This design comes from an exercise in tuning for small area on the open sky130 flow, not from production work.
The RTL was checked by simulation tests, not by an equivalence proof against the original design.
Power is estimated from default activity; no workload was simulated.

cedar:
==> flow/design.v <==
package trace_pkg;
   typedef logic [64-1:0] trace_word_t;
   typedef logic [3:0] trace_nibble_t;
   typedef logic [2:0] trace_width_t;
   typedef logic [4-1:0] rule_mask_t;
   typedef logic [7:0] hit_count_t;
   typedef logic [7:0]  axil_addr_t;
   typedef logic [31:0] axil_data_t;
endpackage
module trace_top (
   input  logic          trace_clk,
   input  logic          reset,
   input  trace_pkg::trace_nibble_t trace_data,
   input  trace_pkg::axil_addr_t    awaddr,
   input  logic          awvalid,
   output logic          awready,
   input  trace_pkg::axil_data_t    wdata,
   input  logic [3:0]    wstrb,
   input  logic          wvalid,
   output logic          wready,
   output logic [1:0]    bresp,
   output logic          bvalid,
   input  logic          bready,
   input  trace_pkg::axil_addr_t    araddr,
   input  logic          arvalid,
   output logic          arready,
   output trace_pkg::axil_data_t    rdata,
   output logic [1:0]    rresp,
   output logic          rvalid,
   input  logic          rready,
   output logic          match_event,
   output logic          trigger_match
);
   localparam int NR = 4;
   logic wr_ready;      
   logic wr_fire, rd_fire;
   assign awready = wr_ready;
   assign wready  = wr_ready;
   assign bresp   = 2'b00;
   assign rresp   = 2'b00;
   assign wr_fire = wr_ready && awvalid && wvalid;
   assign rd_fire = arready && arvalid;
   always_ff @(posedge trace_clk) begin
      if (reset) begin
         wr_ready <= 1'b0;
         bvalid   <= 1'b0;
         arready  <= 1'b0;
         rvalid   <= 1'b0;
      end else begin
         wr_ready <= awvalid && wvalid && !bvalid && !wr_ready;
         bvalid   <= wr_fire || (bvalid && !bready);
         arready  <= arvalid && !rvalid && !arready;
         rvalid   <= rd_fire || (rvalid && !rready);
      end
   end
   logic [31:0] wd;
   assign wd = wdata & {32{!reset}};
   logic [2:0]    trace_width;
   logic          arm;
   logic [NR-1:0] rule_enable;
   logic [NR-1:0] trig_enable;
   logic [31:0]   cfg [16];    
   logic wr_ctrl, wr_enable;
   assign wr_ctrl   = wr_fire && (awaddr == 8'h00);
   assign wr_enable = wr_fire && (awaddr == 8'h08);
   always_ff @(posedge trace_clk) begin
      if (reset || (wr_ctrl && wstrb[0])) begin
         trace_width <= {wdata[2] || reset, wd[1:0]};
         arm         <= wd[4];
      end
      if (reset || (wr_enable && wstrb[0]))
         rule_enable <= wd[NR-1:0];
      if (reset || (wr_enable && wstrb[1]))
         trig_enable <= wd[8 +: NR];
   end
   logic drop_lock;
   always_ff @(posedge trace_clk) begin
      drop_lock <= !reset && wr_ctrl &&
                   ((wstrb[1] && wdata[8]) || (wstrb[0] && (wdata[2:0] != trace_width)));
   end
   for (genvar k = 0; k < 16; k++) begin : g_cfg
      logic hit;
      assign hit = wr_fire && (awaddr == 8'(8'h10 + 4*k));
      for (genvar b = 0; b < 4; b++) begin : g_byte
         logic ld;
         assign ld = reset || (hit && wstrb[b]);
         always_ff @(posedge trace_clk) begin
            cfg[k][8*b +: 8] <= (wd[8*b +: 8] & {8{ld}}) | (cfg[k][8*b +: 8] & {8{!ld}});
         end
      end
   end
   logic [63:0] shift_q;
   logic [63:0] cw;
   logic s4, s2, s1;
   assign s4 = !reset && (trace_width == 3'd4);
   assign s2 = !reset && (trace_width == 3'd2);
   assign s1 = !reset && (trace_width != 3'd4) && (trace_width != 3'd2);
   logic [63:0] sh4, sh2, sh1;
   assign sh4 = {shift_q[59:0], trace_data[0], trace_data[1], trace_data[2], trace_data[3]};
   assign sh2 = {shift_q[61:0], trace_data[0], trace_data[1]};
   assign sh1 = {shift_q[62:0], trace_data[0]};
   always_ff @(posedge trace_clk) begin
      shift_q <= (sh4 & {64{s4}}) | (sh2 & {64{s2}}) | (sh1 & {64{s1}});
   end
   for (genvar i = 0; i < 64; i++) begin : g_rev
      assign cw[i] = shift_q[63-i];
   end
   logic       synchronized;
   logic [2:0] phase;
   logic       sync_seen;
   logic       valid_window;
   assign sync_seen = (cw[63:48] == 16'h7fff) && (cw[7:0] == 8'hff);
   always_ff @(posedge trace_clk) begin
      if (reset) begin
         synchronized <= 1'b0;
         phase        <= '0;
      end else begin
         if (drop_lock) begin
            synchronized <= 1'b0;
            phase        <= '0;
         end else if (!synchronized && sync_seen) begin
            synchronized <= 1'b1;
            phase        <= 3'd1;
         end else if (synchronized) begin
            phase <= phase + 3'd1;
         end
      end
   end
   always_comb begin
      case (trace_width)
         3'd1:    valid_window = synchronized && (phase[2:0] == 3'd0);
         3'd2:    valid_window = synchronized && (phase[1:0] == 2'd0);
         3'd4:    valid_window = synchronized && !phase[0];
         default: valid_window = 1'b0;
      endcase
   end
   logic [NR-1:0] rule_hit;
   for (genvar r = 0; r < NR; r++) begin : g_rule
      logic [63:0] pat, msk;
      assign pat = {cfg[4*r+1], cfg[4*r]};
      assign msk = {cfg[4*r+3], cfg[4*r+2]};
      assign rule_hit[r] = rule_enable[r] && valid_window && ((msk & (cw ^ pat)) == 64'd0);
   end
   assign match_event = |rule_hit;
   logic [7:0]    cnt     [NR];
   logic [7:0]    cnt_inc [NR];
   logic [NR-1:0] hit_q;
   always_ff @(posedge trace_clk) begin
      if (reset)
         hit_q <= '0;
      else
         hit_q <= rule_hit;
   end
   for (genvar r = 0; r < NR; r++) begin : g_cnt
      assign cnt_inc[r] = cnt[r] + {7'd0, hit_q[r]};
      always_ff @(posedge trace_clk) begin
         if (reset)
            cnt[r] <= 8'd0;
         else
            cnt[r] <= cnt_inc[r];
      end
   end
   logic [63:0] matched_word;
   logic        matched_ok;
   always_ff @(posedge trace_clk) begin
      matched_word <= (cw & {64{match_event}}) | (matched_word & {64{!match_event}});
   end
   always_ff @(posedge trace_clk) begin
      if (reset)
         matched_ok <= 1'b0;
      else if (match_event)
         matched_ok <= 1'b1;
   end
   always_ff @(posedge trace_clk) begin
      if (reset)
         trigger_match <= 1'b0;
      else
         trigger_match <= arm && |(rule_hit & trig_enable);
   end
   logic [31:0] rd_next;
   always_comb begin
      logic hold;
      hold    = !rd_fire;
      rd_next = rdata & {32{hold}};
      if (rd_fire && araddr == 8'h00)
         rd_next = rd_next | {27'd0, arm, 1'b0, trace_width};
      if (rd_fire && araddr == 8'h04)
         rd_next = rd_next | {31'd0, synchronized};
      if (rd_fire && araddr == 8'h08)
         rd_next = rd_next | {20'd0, trig_enable, 4'd0, rule_enable};
      if (rd_fire && matched_ok && araddr == 8'h60)
         rd_next = rd_next | matched_word[31:0];
      if (rd_fire && matched_ok && araddr == 8'h64)
         rd_next = rd_next | matched_word[63:32];
      for (int r = 0; r < NR; r++)
         if (rd_fire && araddr == 8'(8'h50 + 4*r))
            rd_next = rd_next | {24'd0, cnt_inc[r]};
      for (int k = 0; k < 16; k++)
         if (rd_fire && araddr == 8'(8'h10 + 4*k))
            rd_next = rd_next | cfg[k];
   end
   always_ff @(posedge trace_clk) begin
      rdata <= rd_next;
   end
endmodule
export LEC_CHECK = 0
export CAP_MARGIN = 20
export CORE_MARGIN = 2
export CORE_UTILIZATION = 50
export SLEW_MARGIN = 20
create_clock -name core_clock -period 5.5 [get_ports {trace_clk}]
standard.sh (not shown) runs the stock make flow with config.mk's settings and CLKGATE_MAP_FILE= SYNTH_SCRIPT=/design/flow/synth_recipe.tcl, a recipe that flattens the netlist after the stock synthesis.
==> flow/flow/run.sh <==
#!/bin/bash
# Standard ORFS layout (the standard.sh, unchanged synthesis, floorplan, power grid and
# routing) with two layout options changed:
#  - ports are buffered with sky130_fd_sc_hd__buf_1 instead of the default delay buffer;
#  - clock tree synthesis uses clkbuf_16 leaf clusters without dummy loads;
# Each step's full log is in orfs/logs/; make's own output is in flow_make.log.
set -euo pipefail
bash standard.sh \
  "BUFFER_PORTS_ARGS=-buffer_cell sky130_fd_sc_hd__buf_1" \
  "CTS_ARGS=-sink_clustering_enable -repair_clock_nets -dont_use_dummy_load -buf_list sky130_fd_sc_hd__clkbuf_16 -sink_clustering_size 25 -sink_clustering_max_diameter 90" \
  finish > flow_make.log 2>&1
test -f out/final.def
The following lists how pine was set up differently from cedar:
-- flow/flow/run.sh --
<<< cedar, line 8
bash standard.sh \
  "BUFFER_PORTS_ARGS=-buffer_cell sky130_fd_sc_hd__buf_1" \
  "CTS_ARGS=-sink_clustering_enable -repair_clock_nets -dont_use_dummy_load -buf_list sky130_fd_sc_hd__clkbuf_16 -sink_clustering_size 25 -sink_clustering_max_diameter 90" \
  finish > flow_make.log 2>&1
test -f out/final.def
>>> pine, line 8
bash standard.sh \
  "BUFFER_PORTS_ARGS=-buffer_cell sky130_fd_sc_hd__buf_1" \
  "CTS_ARGS=-sink_clustering_enable -repair_clock_nets -dont_use_dummy_load -buf_list sky130_fd_sc_hd__clkbuf_16 -sink_clustering_size 30 -sink_clustering_max_diameter 60" \
  finish > flow_make.log 2>&1
test -f out/final.def
[summary]
- On met1 track demand over resource in global routing, the higher figure sits with pine, not cedar.
- Status: global-route wire length before repair parity (cedar, pine)
- Fraction of power consumed by combinational cells delta for pine relative to cedar: 0.5 points lower
- cedar → pine: actual slew at the worst max-slew pin shows a reduction of 0.0049 ns; slack of the critical path shows a reduction of 0.010 ns; area growth from synthesis to final layout shows an increase of 1.1 points.

separate check: timing with driven ports:
Ports are ideal in the flow. The routed layouts listed here were re-timed in OpenROAD. Step 1: set_driving_cell puts a clkbuf_16 on trace_clk and a buf_2 on each other input, an assumption about the parent block. Step 2 times the ports against the registers' clock, not the clock port: input delays grow and output delays shrink by t, the midpoint of the rising clock arrivals with the driver on. Three values: no drivers, after step 1, after step 2; two values: the first two.
| run | shift t [ns] | setup slack, ns | clock arrival spread, ns | pins driven straight from the clock port |
|---|---|---|---|---|
| cedar | 0.652 | 0.674 / 0.608 / 1.259 | 0.083 / 0.083 | 1 |
| pine | 0.680 | 0.663 / 0.599 / 1.279 | 0.099 / 0.098 | 1 |
After both steps setup and hold are still met in every run listed.
